Background: an optimization exercise with open tools, aiming at small area and few clock cycles per item. Do not read the settings as production practice. The RTL was checked by simulation tests, not by an equivalence proof against the original design. No activity file was given, so power comes from the tool's default toggle rates.

== job 4290 ==
==> flow/design.v <==
package stst_pkg;
	localparam int TableDepthDef = 16;
	localparam int NameBytesDef  = 8;
	localparam int FuncW   = 2;
	localparam int ScoreW  = 31;
	localparam int NameW   = 64;
	localparam int RankW   = 5;
	localparam int StatusW = 3;
	localparam int CountW  = 5;
	localparam int InW  = 104;
	localparam int OutW = 104;
	localparam logic [FuncW-1:0] FUNC_INSERT = 2'd0;
	localparam logic [FuncW-1:0] FUNC_DELETE = 2'd1;
	localparam logic [FuncW-1:0] FUNC_READ   = 2'd2;
	localparam logic [StatusW-1:0] ST_DONE    = 3'd0;
	localparam logic [StatusW-1:0] ST_LOW     = 3'd1;
	localparam logic [StatusW-1:0] ST_BADRANK = 3'd2;
	localparam logic [StatusW-1:0] ST_EMPTY   = 3'd3;
	localparam logic [StatusW-1:0] ST_CANCEL  = 3'd4;
	typedef struct packed {
		logic [ScoreW-1:0] score;
		logic [NameW-1:0]  name;
	} entry_t;
	typedef struct packed {
		logic ins;
		logic del;
	} cmd_t;
endpackage
module stst_cell #(
	parameter int TABLE_DEPTH = stst_pkg::TableDepthDef
) (
	input  logic                                        clk,
	input  logic                                        arst_n,
	input  logic                                        ins,       
	input  logic                                        full,      
	input  logic                                        del,       
	input  logic                                        tsel,      
	input  logic [$clog2(TABLE_DEPTH)-1:0]              new_rank,
	input  logic [$clog2(TABLE_DEPTH)-1:0]              del_rank,  
	input  logic [stst_pkg::ScoreW+stst_pkg::NameW-1:0] new_ent,
	output logic [stst_pkg::ScoreW+stst_pkg::NameW-1:0] ent,
	output logic [$clog2(TABLE_DEPTH)-1:0]              rk,
	output logic                                        valid,
	output logic                                        ge,        
	output logic                                        hit        
);
	localparam int KW = $clog2(TABLE_DEPTH);
	localparam int SW = stst_pkg::ScoreW;
	localparam int NW = stst_pkg::NameW;
	logic [SW+NW-1:0] ent_q;
	logic [KW-1:0]    rk_q;
	logic             v_q;
	logic             below;
	logic             wr;
	function automatic logic score_ge(input logic [SW-1:0] a, input logic [SW-1:0] b);
		logic [31:0] g;
		logic [31:0] p;
		g = '0;
		p = '1;
		for (int i = 0; i < SW; i++) begin
			g[i] = a[i] & ~b[i];
			p[i] = a[i] | ~b[i];
		end
		for (int w = 1; w < 32; w = w * 2) begin
			for (int i = 0; i < 32; i = i + 2 * w) begin
				g[i] = g[i + w] | (p[i + w] & g[i]);
				p[i] = p[i + w] & p[i];
			end
		end
		score_ge = g[0] | p[0];
	endfunction
	assign ge    = v_q && score_ge(ent_q[SW+NW-1:NW], new_ent[SW+NW-1:NW]);
	assign hit   = v_q && (rk_q == del_rank);
	assign below = rk_q > del_rank;
	assign wr    = ins && tsel && !(full && ge);
	assign ent   = ent_q;
	assign rk    = rk_q;
	assign valid = v_q;
	always_ff @(posedge clk) begin
		if (wr) begin
			ent_q <= new_ent;
		end
	end
	logic [KW-1:0] rk_step;
	logic          carry;
	logic          up;
	logic          dn;
	assign up = ins && !ge;
	assign dn = del && below;
	always_comb begin
		carry = up || dn;
		for (int k = 0; k < KW; k++) begin
			rk_step[k] = rk_q[k] ^ carry;
			carry      = carry & (rk_q[k] ~^ ins);
		end
	end
	always_ff @(posedge clk) begin
		rk_q <= wr ? new_rank : rk_step;
	end
	always_ff @(posedge clk or negedge arst_n) begin
		if (!arst_n) begin
			v_q <= 1'b0;
		end else if (wr) begin
			v_q <= 1'b1;
		end else if (del && hit) begin
			v_q <= 1'b0;
		end
	end
endmodule
module sorted_top_n_score_table_unit #(
	parameter int TABLE_DEPTH = stst_pkg::TableDepthDef,
	parameter int NAME_BYTES  = stst_pkg::NameBytesDef
) (
	input  logic                       clk,
	input  logic                       arst_n,
	input  logic                       s_tvalid,
	output logic                       s_tready,
	input  logic [stst_pkg::InW-1:0]   s_tdata,
	output logic                       m_tvalid,
	input  logic                       m_tready,
	output logic [stst_pkg::OutW-1:0]  m_tdata
);
	localparam int CW = $clog2(TABLE_DEPTH + 1);
	localparam int KW = $clog2(TABLE_DEPTH);
	localparam int SW = stst_pkg::ScoreW;
	localparam int NW = stst_pkg::NameW;
	localparam int EW = SW + NW;
	logic [stst_pkg::FuncW-1:0]   func;
	logic [SW-1:0]                new_score;
	logic [NW-1:0]                new_name;
	logic [stst_pkg::RankW-1:0]   rank;
	logic [NW-1:0]                packed_name;
	logic [EW-1:0]                new_ent;
	logic [CW-1:0]                count_q;
	logic [CW-1:0]                count_nxt;
	logic                         m_tvalid_q;
	logic [stst_pkg::StatusW-1:0] status_q;
	logic [KW-1:0]                rsel_q;
	logic                         rok_q;
	logic [KW-1:0]                hit_idx;
	logic [TABLE_DEPTH-1:0]       rsel_oh;
	logic                         accept;
	logic                         empty;
	logic                         full;
	logic                         rank_ok;
	logic                         all_ge;
	logic                         del_ok;
	logic                         rd_ok;
	logic [stst_pkg::StatusW-1:0] status;
	logic [KW-1:0]                del_rank;
	logic [KW-1:0]                new_rank;
	logic [TABLE_DEPTH*EW-1:0]    ents;
	logic [TABLE_DEPTH*KW-1:0]    rks;
	logic [TABLE_DEPTH-1:0]       vs;
	logic [TABLE_DEPTH-1:0]       ges;
	logic [TABLE_DEPTH-1:0]       hits;
	logic [TABLE_DEPTH-1:0]       free;
	logic [TABLE_DEPTH-1:0]       tsel;
	logic                         seen;
	logic [EW-1:0]                rd_all;
	assign func      = s_tdata[1:0];
	assign new_score = s_tdata[32:2];
	assign new_name  = s_tdata[96:33];
	assign rank      = s_tdata[101:97];
	assign s_tready = !m_tvalid_q || m_tready;
	assign accept   = s_tvalid && s_tready;
	logic [7:0] name_alive;
	always_comb begin
		for (int b = 0; b < 8; b++) begin
			if (b == 0) begin
				name_alive[b] = (b < NAME_BYTES) && (new_name[8*b +: 8] != 8'd0);
			end else begin
				name_alive[b] = name_alive[b-1] && (b < NAME_BYTES) && (new_name[8*b +: 8] != 8'd0);
			end
			packed_name[8*b +: 8] = name_alive[b] ? new_name[8*b +: 8] : 8'd0;
		end
	end
	assign new_ent = {new_score, packed_name};
	assign empty    = count_q == '0;
	assign full     = count_q[CW-1];
	assign rank_ok  = (rank != '0) && ({1'b0, rank} <= {{(stst_pkg::RankW+1-CW){1'b0}}, count_q});
	assign del_rank = KW'(rank - 1'b1);
	assign all_ge   = &ges;
	logic [TABLE_DEPTH-1:0] ge_r7;
	logic [TABLE_DEPTH-1:0] ge_r1;
	logic [TABLE_DEPTH-1:0] ge_r3;
	always_comb begin
		for (int i = 0; i < TABLE_DEPTH; i++) begin
			ge_r1[i] = ges[i] && rks[i*KW];
			ge_r3[i] = ges[i] && (rks[i*KW +: 2] == 2'b11);
			ge_r7[i] = ges[i] && (rks[i*KW +: KW] == KW'(7));
		end
		new_rank[0] = ^ges;
		new_rank[1] = ^ge_r1;
		new_rank[2] = ^ge_r3;
		new_rank[3] = |ge_r7;
	end
	always_comb begin
		for (int i = 0; i < TABLE_DEPTH; i++) begin
			free[i] = !vs[i] || (rks[i*KW +: KW] == KW'(TABLE_DEPTH - 1));
		end
		seen = 1'b0;
		for (int i = 0; i < TABLE_DEPTH; i++) begin
			tsel[i] = free[i] && !seen;
			seen    = seen || free[i];
		end
	end
	always_comb begin
		hit_idx = '0;
		for (int i = 0; i < TABLE_DEPTH; i++) begin
			hit_idx = hit_idx | (hits[i] ? KW'(i) : KW'(0));
		end
	end
	always_comb begin
		status    = stst_pkg::ST_DONE;
		count_nxt = count_q;
		del_ok    = 1'b0;
		rd_ok     = 1'b0;
		unique case (func)
			stst_pkg::FUNC_INSERT: begin
				if (full && all_ge) begin
					status = stst_pkg::ST_LOW;
				end else begin
					if (!full) begin
						count_nxt = count_q + 1'b1;
					end
				end
			end
			stst_pkg::FUNC_DELETE, stst_pkg::FUNC_READ: begin
				if (empty) begin
					status = stst_pkg::ST_EMPTY;
				end else if (rank == '0) begin
					status = stst_pkg::ST_CANCEL;
				end else if (!rank_ok) begin
					status = stst_pkg::ST_BADRANK;
				end else if (func == stst_pkg::FUNC_DELETE) begin
					del_ok    = 1'b1;
					count_nxt = count_q - 1'b1;
				end else begin
					rd_ok = 1'b1;
				end
			end
			default: begin
				status = stst_pkg::ST_BADRANK;
			end
		endcase
	end
	genvar gi;
	generate
		for (gi = 0; gi < TABLE_DEPTH; gi++) begin : g_cell
			stst_cell #(
				.TABLE_DEPTH(TABLE_DEPTH)
			) u_cell (
				.clk     (clk),
				.arst_n  (arst_n),
				.ins     (accept && func == stst_pkg::FUNC_INSERT),
				.full    (full),
				.del     (accept && del_ok),
				.tsel    (tsel[gi]),
				.new_rank(new_rank),
				.del_rank(del_rank),
				.new_ent (new_ent),
				.ent     (ents[gi*EW +: EW]),
				.rk      (rks[gi*KW +: KW]),
				.valid   (vs[gi]),
				.ge      (ges[gi]),
				.hit     (hits[gi])
			);
		end
	endgenerate
	always_ff @(posedge clk or negedge arst_n) begin
		if (!arst_n) begin
			count_q    <= '0;
			m_tvalid_q <= 1'b0;
		end else begin
			if (accept) begin
				count_q    <= count_nxt;
				m_tvalid_q <= 1'b1;
			end else if (m_tready) begin
				m_tvalid_q <= 1'b0;
			end
		end
	end
	always_ff @(posedge clk) begin
		if (accept) begin
			status_q <= status;
			rsel_q   <= hit_idx;
			rok_q    <= rd_ok;
		end
	end
	always_comb begin
		rd_all = '0;
		for (int i = 0; i < TABLE_DEPTH; i++) begin
			rsel_oh[i] = rok_q && (rsel_q == KW'(i));
			rd_all = rd_all | (rsel_oh[i] ? ents[i*EW +: EW] : '0);
		end
	end
	assign m_tvalid = m_tvalid_q;
	assign m_tdata  = {1'b0, rd_all[NW-1:0], rd_all[EW-1:NW], stst_pkg::CountW'(count_q), status_q};
endmodule
Settings: LEC_CHECK=0, CAP_MARGIN=20, CORE_MARGIN=2, CORE_UTILIZATION=70, CTS_CLUSTER_DIAMETER=80, CTS_CLUSTER_SIZE=30, PLACE_DENSITY=0.8, SLEW_MARGIN=20; clock period 6.0 ns.
standard.sh (not shown) runs the stock make flow with config.mk's settings and CLKGATE_MAP_FILE= SYNTH_SCRIPT=/design/flow/synth_recipe.tcl, a recipe that flattens the netlist after the stock synthesis.
==> flow/flow/run.sh <==
#!/bin/bash
# The standard layout (standard.sh), with two changes:
#  - synthesis is the standard flow's own script, but its abc step maps the logic with
#    flow/abc.script (Yosys's default ABC mapping script) instead of ORFS's
#    speed script (see flow/synth.tcl);
#  - the port buffers that global placement inserts (buffer_ports) are
#    sky130_fd_sc_hd__buf_1 cells instead of the delay buffer it picks.
# make's output goes to flow.log; each ORFS step keeps its own log under
# orfs/logs/.
set -euo pipefail
here=$(pwd)
export BUFFER_PORTS_ARGS="-buffer_cell sky130_fd_sc_hd__buf_1"
export STST_ABC_SCRIPT="$here/flow/abc.script"
STST_ORIG_SYNTH=$(grep -o 'SYNTH_SCRIPT=[^ ]*' standard.sh | head -1 | cut -d= -f2-)
export STST_ORIG_SYNTH
sed "s#SYNTH_SCRIPT=[^ ]*#SYNTH_SCRIPT=$here/flow/synth.tcl#" standard.sh > flow_standard.sh
bash flow_standard.sh finish > flow.log 2>&1
==> flow/flow/abc.script <==
strash
&get -n
&fraig -x
&put
dc2
strash
&get -n
&dch -f
&nf
&put
==> flow/flow/synth.tcl <==
# Synthesis for this flow: the synthesis script the standard.sh names
# (STST_ORIG_SYNTH), run unchanged, except that its abc call maps the logic
# with the ABC script STST_ABC_SCRIPT instead of ORFS's speed script.
# Registers are mapped before abc runs, so they are the standard synthesis's.
proc abc {args} {
  set i [lsearch -exact $args -script]
  if {$i >= 0} {
    lset args [expr {$i + 1}] $::env(STST_ABC_SCRIPT)
  }
  yosys abc {*}$args
}
source $::env(STST_ORIG_SYNTH)
Testbench counts of job 4290, summed over its fixed seeds: cycles 4,808, items 4,800.
Input-level comparison between job 2357 and job 4290:
Settings: PLACE_DENSITY changed from 0.8 to 0.72; CORE_UTILIZATION changed from 70 to 65.
### Flow results
- Job 2357 gives less routed wire length than job 4290 did.
- The higher clock latency on the worst-skew pair came out of job 4290.
- The lower signed area change from the synthesized netlist to the final layout of job 2357 and job 4290 is in job 4290.
- Job 4290 and job 2357 ended up with roughly the same finished layout cell area.
- Diff job 4290 -> job 2357 | first-pass GRT wire length | decrease of 0.99%
- Comparing job 4290 with job 2357, the worst setup skew after layout came out essentially unchanged.
- The higher die span in y of job 2357 and job 4290 is in job 2357.
- Summary — tap cell instance count, job 2357 relative to job 4290: higher, by about 8%.
- Diff job 2357 and job 4290: tightest hold margin higher in job 2357
- Looking at setup slack across job 2357 and job 4290, the one that comes out higher is job 2357.
Setup changes, job 2357 to job 6388
==> flow/flow/abc.script <==
strash
&get -n
&fraig -x
&put
dc2
strash
&get -n
&dch -f
&nf
&put
strash
&get -n
&dch -f
&nf
&put
### Flow results
Comparing job 2357 with job 6388, the design area came out essentially unchanged. Job 6388 vs job 2357: first-pass GRT wire length down slightly. On synthesized instance count, the higher figure sits with job 2357, not job 6388. Die area shrinks slightly when moving from job 2357 to job 6388. There was hardly any difference in sequential share of layout area between job 2357 and job 6388. In job 6388 relative to job 2357, total power had gone down slightly. Compare job 6388 and job 2357 | detailed route wirelength on metal3 lower: job 6388. Per the comparison of job 6388 with job 2357, final worst setup slack now sits lower, worst max-slew margin expressed relative to the limit now sits lower. Global-route usage: job 6388 higher than job 2357.
Setup changes, job 6388 to job 5887
Settings: CTS_CLUSTER_DIAMETER changed from 80 to 70.
==> flow/flow/abc.script <==
strash
&get -n
&fraig -x
&put
dc2
strash
&get -n
&dch -f
&nf
&put
## What came out
When the final numbers for job 6388 and job 5887 were put side by side, the clock skew turned out to be greater in job 5887. Job 5887 gives more number of cells on the critical path than job 6388 did. Measured against each other, job 6388 and job 5887 differ in final-stage net count, the lower figure coming from job 6388.
#### Input delta (job 3422 over job 5887)
Settings: CORE_UTILIZATION now 70, was 65; PLACE_DENSITY now 0.8, was 0.72.
Notes after the runs:
- Cmp job 5887 and job 3422 / setup slack / higher: job 5887
- Of the two values seen for beginning of the critical path, rsel_q[2] was produced by job 3422 and s_tdata[3] by job 5887.
- Against job 5887, job 3422 comes in 1069 lower on number of fill cells in the layout.
- The floorplan die width of job 3422 falls short of that of job 5887 by about 3.6%.
- In job 3422 the clock network power share turned out 2.5 points lower than in job 5887.
- Job 3422 vs. job 5887: synthesized cell count ~0 delta; area added between synthesis and finish -0.89 points; synthesized area ~0 delta.
- Job 3422 vs job 5887: cell count down
- Job 3422 vs job 5887, global router's overall resource usage went up by 3.6 points.

-- static timing again, ports no longer ideal --
The results above use ideal ports. As a check the final layouts listed here were re-extracted and re-timed, cells and wires unchanged. Step 1: set_driving_cell puts a clkbuf_16 on clk and a buf_2 on each other input, an assumption about the parent block. Step 2, shift: input delay + t, output delay - t, t = (earliest + latest rising clock arrival at the registers) / 2. This alone moves slack from input paths to output paths. a / b / c = ideal / step 1 / step 2; a / b = the first two.
run | shift t [ns] | setup WS [ns] | latest minus earliest clock arrival (ns) | worst data-port slew with drivers (ns)
job 4290 | 0.770 | 0.549 / 0.473 / 0.077 | 0.042 / 0.042 | 0.12
job 2357 | 0.756 | 0.630 / 0.682 / -0.074 | 0.041 / 0.041 | 0.15
job 6388 | 0.766 | 0.416 / 0.467 / -0.299 | 0.051 / 0.051 | 0.15
job 5887 | 0.773 | 0.611 / 0.667 / -0.106 | 0.056 / 0.056 | 0.15
job 3422 | 0.766 | 0.569 / 0.491 / 0.164 | 0.049 / 0.050 | 0.11
With both steps, setup timing fails in job 2357, job 6388 and job 5887, where it was met with ideal ports. The setup slack of job 5887, which loses most, moves by +0.056 ns with the drivers and by -0.717 ns with both steps.
